Context: an optimization exercise on an open-source flow, tuned for small area, a short achievable clock period and few clock cycles per item. The choices shown serve that exercise and are no tape-out recipe. In this exercise RTL edits were held to simulation tests only and were not proved equivalent to the original. No activity file was given, so power comes from the tool's default toggle rates. No driver is modelled on the clock port, so clocking that relies on it looks cheaper here than on a real chip.

## flow/design.v (module list and top-level ports; edited modules follow where they fit)
// module predec: 21 lines
// module hi_wr: 6 lines
// module row_dec: 14 lines
// module mem_next: 9 lines
// module rd_sel2n: 9 lines
// module vnand4: 9 lines
// module vnor2: 7 lines
// module axil_mem_subsys: 321 lines
module axil_mem_subsys (
  input  logic                  clk_i,
  input  logic                  rst_ni,
  input  logic                  req_i,
  output logic                  gnt_o,
  output logic                  rvalid_o,
  input  logic                  we_i,
  input  logic [(32 / 8)-1:0]   be_i,
  input  logic [32-1:0]   addr_i,
  input  logic [32-1:0]   wdata_i,
  output logic [32-1:0]   rdata_o,
  output logic                  err_o
);
  // ...
==> flow/flow/run.sh <==
#!/bin/bash
# The standard layout (standard.sh) with a few ORFS variables changed:
# - REMOVE_ABC_BUFFERS=1: the floorplan step removes synthesis buffers instead
#   of repairing timing before placement, when the high-fanout nets have no
#   buffers yet and every path looks slow;
# - the port buffers are buf_4 (the buf family can be resized for timing);
# - CTS without dummy loads, with larger sink clusters;
# - more rounds of antenna repair after detailed routing.
# Each tool's output goes to run.log in the work folder; ORFS keeps a log per
# step under orfs/logs.
set -euo pipefail
cd "$(dirname "$0")/.."
bash standard.sh \
  REMOVE_ABC_BUFFERS=1 \
  "BUFFER_PORTS_ARGS=-buffer_cell sky130_fd_sc_hd__buf_4" \
  "CTS_ARGS=-sink_clustering_enable -repair_clock_nets -dont_use_dummy_load -sink_clustering_size 30 -sink_clustering_max_diameter 70" \
  MAX_REPAIR_ANTENNAS_ITER_DRT=12 \
  finish > run.log 2>&1
==> flow/standard.sh <==
#!/bin/bash
# synth_recipe.tcl (not shown) runs the flow's synth.tcl, then flattens the netlist and writes it again
# the make line also repeats each setting of config.mk as NAME=value (left out here)
make -C /OpenROAD-flow-scripts/flow DESIGN_CONFIG=/design/flow/config.mk WORK_HOME=/design/flow/orfs CLKGATE_MAP_FILE= SYNTH_SCRIPT=/design/flow/synth_recipe.tcl "${@:-finish}"
==> flow/config.mk <==
export PLATFORM = sky130hd
export DESIGN_NAME = axil_mem_subsys
export DESIGN_NICKNAME = axil_mem_subsys
export VERILOG_FILES = /design/flow/design.v
export SDC_FILE = /design/flow/constraint.sdc
export NUM_CORES = 8
export LEC_CHECK = 0
export CAP_MARGIN = 40
export CORE_MARGIN = 2
export CORE_UTILIZATION = 60
export SETUP_SLACK_MARGIN = 4.5
export SLEW_MARGIN = 50
export SYNTH_HIERARCHICAL = 1
==> flow/constraint.sdc <==
create_clock -name core_clock -period 8.0 [get_ports {clk_i}]
set_input_delay 1.6000 -clock core_clock [delete_from_list [all_inputs] [get_ports {clk_i}]]
set_output_delay 1.6000 -clock core_clock [all_outputs]
set_load 0.01 [all_outputs]
==> impl_metrics.json, run 1 <==
{
  "cts_resized": 502,
  "powerClk_mw": 22.2,
  "multi_input_area_um2": 109000,
  "min_path_type": "flip-flop to flip-flop",
  "p_comb_frac": 0.027,
  "m1WireLength_um": 397000,
  "largestClassByArea": "registers",
  "n_fill_cell": 36100,
  "finalSetupViolations": 0,
  "dr.pass1.iters": 7,
  "cp_max_fo": 11,
  "syn_to_final_growth_pct": 11.2,
  "hpwl_um": 631000,
  "synth_largest_area_cell": "dfxtp_1",
  "via_per_inst": 7.34,
  "criticalPathCategory": "input pin to flip-flop",
  "layout_min_cycle_time_ns": 3.78,
  "crit_family": "simple AND/OR/NAND/NOR gates",
  "routed.top_layer": "met5",
  "yosysWarnings": 8,
  "insertion_delay_ns": 1.07,
  "status": "no timing/DRC/antenna violations",
  "seq_area_um2": 167000,
  "endpoint_kind": "flip-flop",
  "grt_pass1_vias": 230000,
  "tightest_slew_ns": 0.973
}
Testbench counts, summed over its fixed seeds: cycles 4,808, accesses 4,800.
==> run 2, diff against run 1 <==
--- a/flow/flow/run.sh
+++ b/flow/flow/run.sh
@@ -13,6 +13,6 @@
 bash standard.sh \
   REMOVE_ABC_BUFFERS=1 \
   "BUFFER_PORTS_ARGS=-buffer_cell sky130_fd_sc_hd__buf_4" \
-  "CTS_ARGS=-sink_clustering_enable -repair_clock_nets -dont_use_dummy_load -sink_clustering_size 30 -sink_clustering_max_diameter 70" \
+  "CTS_ARGS=-sink_clustering_enable -repair_clock_nets -dont_use_dummy_load -sink_clustering_size 30 -sink_clustering_max_diameter 80" \
   MAX_REPAIR_ANTENNAS_ITER_DRT=12 \
   finish > run.log 2>&1
==> run 2 against run 1 <==
Net effect: critical path depth increased by 1; register-to-register slack got worse by 0.02 ns; utilization decreased by 0.48 points; cell count decreased by 0.27%; first-iteration DRC count increased by 1.8%; largest power group unchanged; maximum frequency increased by 2.5%; sequential share of layout area increased by 0.38 points; routed wire length decreased by 0.33%; synthesized cell count unchanged; non-clock buffer count increased by 23; critical endpoint is now part_q[17]$_DFF_P_.
==> impl_metrics.json, run 2 <==
{
  "finalMaxSlewViolations": 0,
  "drc": 0,
  "cap_violations": 0,
  "start_util": 0.603,
  "fin_tns_setup_ns": 0,
  "tightest_slew_ns": 0.973,
  "synth.most_common_cell": "o22ai_1",
  "cts_buffer_depth": 4,
  "fp.dieW_um": 676,
  "relSlewSlack": 0.351,
  "cp.required_ns": 8.95,
  "clkTransAtPathRegs_ns": 0.11,
  "port-buffer-count": 88,
  "criticalPathCategory": "input pin to flip-flop",
  "rsz0062_at_grt": "true",
  "syn_inst": 27200,
  "grt_pass1_wl_um": 1450000,
  "drtIter0Drc": 34400,
  "synth.top_cell.area_share": 0.615,
  "syn_to_final_growth_pct": 10.4,
  "ys_types": 33,
  "startpoint": "addr_i[2]",
  "vias": 250000,
  "hpwl_um": 631000,
  "rows": 246,
  "p_per_area_nw_per_um2": 211,
  "synthTopCellsByArea": "dfxtp_1 (62%), o22ai_1 (28%), nor2_1 (4.8%), nand2_1 (2.9%), nand4_1 (1.3%)",
  "placed_area_um2": 286000,
  "yosys_register_bits": 8322,
  "critPathArrivalTime_ns": 4.64,
  "synth-edff-count": 0,
  "slowest_delay_ns": 0.55,
  "grt_start_max_net_pins": 122,
  "top_regs": "mem_q x8192, part_q x64",
  "yosys_most_used_dff": "dfxtp_1",
  "stdcell_area_um2": 299000,
  "root_buffer": "clkbuf_16",
  "final_common_cell": "o22ai_1",
  "vdd_drop_max_v": 0.000217,
  "wirelength_um": 1000000,
  "finalSetupViolations": 0,
  "min_path_type": "flip-flop to flip-flop",
  "fin_nets": 28200,
  "globalplace.congestion": 0.967,
  "final_cell_mix": "o22ai_1 (12.3k), dfxtp_1 (8279), nor2_1 (2559)",
  "postCtsHoldBufs": 0,
  "layout_min_cycle_time_ns": 3.69,
  "endpoint_kind": "flip-flop",
  "status": "no timing/DRC/antenna violations",
  "insertion_delay_ns": 1.04,
  "timing.rr.start": "p_q[6]$_DFF_P_",
  "cp_max_fo": 44,
  "io_pins": 107,
  "core_area_um2": 449000,
  "largest_register_ffs": 8192,
  "cp-start-kind": "input pin",
  "synth_commonest_cells": "o22ai_1 (12.3k), dfxtp_1 (8322), nor2_1 (3476)",
  "tritoncts": "done",
  "cp_slowest_cell": "nor2_4",
  "fp.dieH_um": 676,
  "syn-mean-instance-area_um2": 9.96,
  "dr.pass1.iters": 7,
  "finClkSkew_ns": 0.0592,
  "hold_viol": 0,
  "yosysWarnings": 8,
  "drive_above_1_share": 0.0832,
  "async_flop_share": 0,
  "path_cells": "buf_12 > nand2b_2 > nor2_4 > buf_4 > nand2_1 > o22ai_1 > nor2_1 > nand4_1 > nor2_1 > nand4_1",
  "dieArea_um2": 457000,
  "htreeDepth": 5,
  "numCtsBuffers": 325,
  "hold_start": "mem_q[1145]$_DFF_P_",
  "cts_num_sinks": 8322,
  "max_freq_mhz": 271,
  "ys_seq_area_frac": 0.615,
  "grt_usage": 0.413,
  "grt_pass1_vias": 229000,
  "antenna_found_initial": 42,
  "power_leakage_nw": 110,
  "synth_largest_area_cell": "dfxtp_1",
  "via_per_inst": 7.32,
  "synth_area_um2": 271000,
  "fin_crit_sh": 0.461,
  "wl_per_cell_um": 29.3,
  "largest-register": "mem_q",
  "overflow": 0,
  "drtAntennaViolNets": 0
}
==> run 2: cell type report <==
cell class / instances / area [um2]
Inverter: 96 / 522
Antenna cell: 34 / 85.1
Tap cell: 5952 / 7450
Fill cell: 36400 / 150000
Multi-Input combinational cell: 18700 / 109000
Timing Repair Buffer: 683 / 7450
Sequential cell: 8322 / 167000
Clock buffer: 325 / 8130
==> run 2: worst paths after layout <==
kind,to,slack [ns],depth (start not counted)
worst max-delay path,part_q[17]$_DFF_P_,4.31,10
worst min-delay path,mem_q[1145]$_DFF_P_,0.45,1
worst min register to register,mem_q[1145]$_DFF_P_,0.45,1
worst max register to register,mem_q[6246]$_DFF_P_,5.25,4
==> run 2: repair_timing <==
| item | 4_1_cts | 5_1_grt |
|---|---|---|
| setup endpoints to repair | 6566 | 6256 |
| gates cloned | 0 | 3 |
| buffers inserted | 68 | 94 |
| gates resized for setup | 583 | 594 |
| pin swaps | 45 | 30 |
| endpoints found under the hold margin | 0 | 0 |
==> run 2: power by group <==
group / internal, mW / leakage [nW] / total [mW] / switching [mW]
clock: 7.36 / 4.01 / 19.8 / 12.5
sequential: 41.4 / 76.3 / 41.4 / 0.00810
combinational: 0.411 / 29.4 / 1.80 / 1.39
==> run 2: kinds of logic after synthesis <==
group,Yosys count,synth area share
compound gates,12300,0.284
flops,8322,0.615
simple gates,6384,0.0964
buf+inv,141,0.00247
xor+xnor,64,0.00207
==> run 2: per-stage QoR <==
stage	power, mW	std cells	hold slack [ns]	utilization	setup WS, ns
floorplan	43.2	27200	0.378	-	-3.30
global placement	43.9	33500	0.429	0.632	2.07
detailed placement	44.1	33600	0.438	0.637	2.66
CTS	63.0	34000	0.448	0.660	4.37
global route	64.4	34100	0.457	0.666	4.33
finish	63.1	34100	0.447	0.666	4.31
==> run 2: critical path, delay by kind of cell <==
kind	cells	cell delay (ns)
simple gates	7	1.79
buf+inv	2	0.80
compound gates	1	0.20
==> run 2: per-layer routing <==
metal / wire length (um) / global-route usage / vias to the layer above
met4: 63500 / 0.241 / 48
met3: 120000 / 0.102 / 3178
met5: 476 / 0.00379 / -
met1: 397000 / 0.563 / 120000
li1: - / - / 111000
met2: 419000 / 0.594 / 15300
==> run 2: modules after synthesis (local to each module, per instance) <==
| module | area, um2 | times used | flops+latches | cells inside |
|---|---|---|---|---|
| row_dec | 11.3 | 1024 | 0 | 3 |
| vnor2 | 30.0 | 288 | 0 | 8 |
| axil_mem_subsys | 168000 | 1 | 8322 | 8500 |
| rd_sel2n | 50.0 | 512 | 0 | 8 |
| mem_next | 50.0 | 1024 | 0 | 8 |
| vnand4 | 50.0 | 72 | 0 | 8 |
| predec | 509 | 4 | 0 | 99 |
| hi_wr | 60.1 | 4 | 0 | 16 |

port drivers added, routing unchanged:
No port has a modelled driver above. Below, the same layouts with a new extraction and two added sets of constraints. Step 1 (the two cells are an assumption about what drives the block):
set clk [get_ports {clk_i}]
set_driving_cell -lib_cell sky130_fd_sc_hd__clkbuf_16 $clk
set_driving_cell -lib_cell sky130_fd_sc_hd__buf_2 [delete_from_list [all_inputs] $clk]
Step 2 moves the port delays by t, midway between the first and last clock arrival at a register: inputs arrive t later, outputs are due t later. That takes back most of the time a late clock gives input paths. Three values: ideal, step 1, step 2; two values: the first two.
| run | shift t [ns] | setup WS [ns] | hold WS [ns] |
|---|---|---|---|
| run 1 | 1.159 | 4.223 / 4.262 / 3.103 | 0.443 / 0.443 / 0.443 |
| run 2 | 1.127 | 4.314 / 4.287 / 3.160 | 0.447 / 0.447 / 0.447 |
After both steps every run listed still meets setup and hold. For run 2, which loses most, drivers alone change the setup slack by -0.027 ns; drivers and shift together by -1.154 ns.
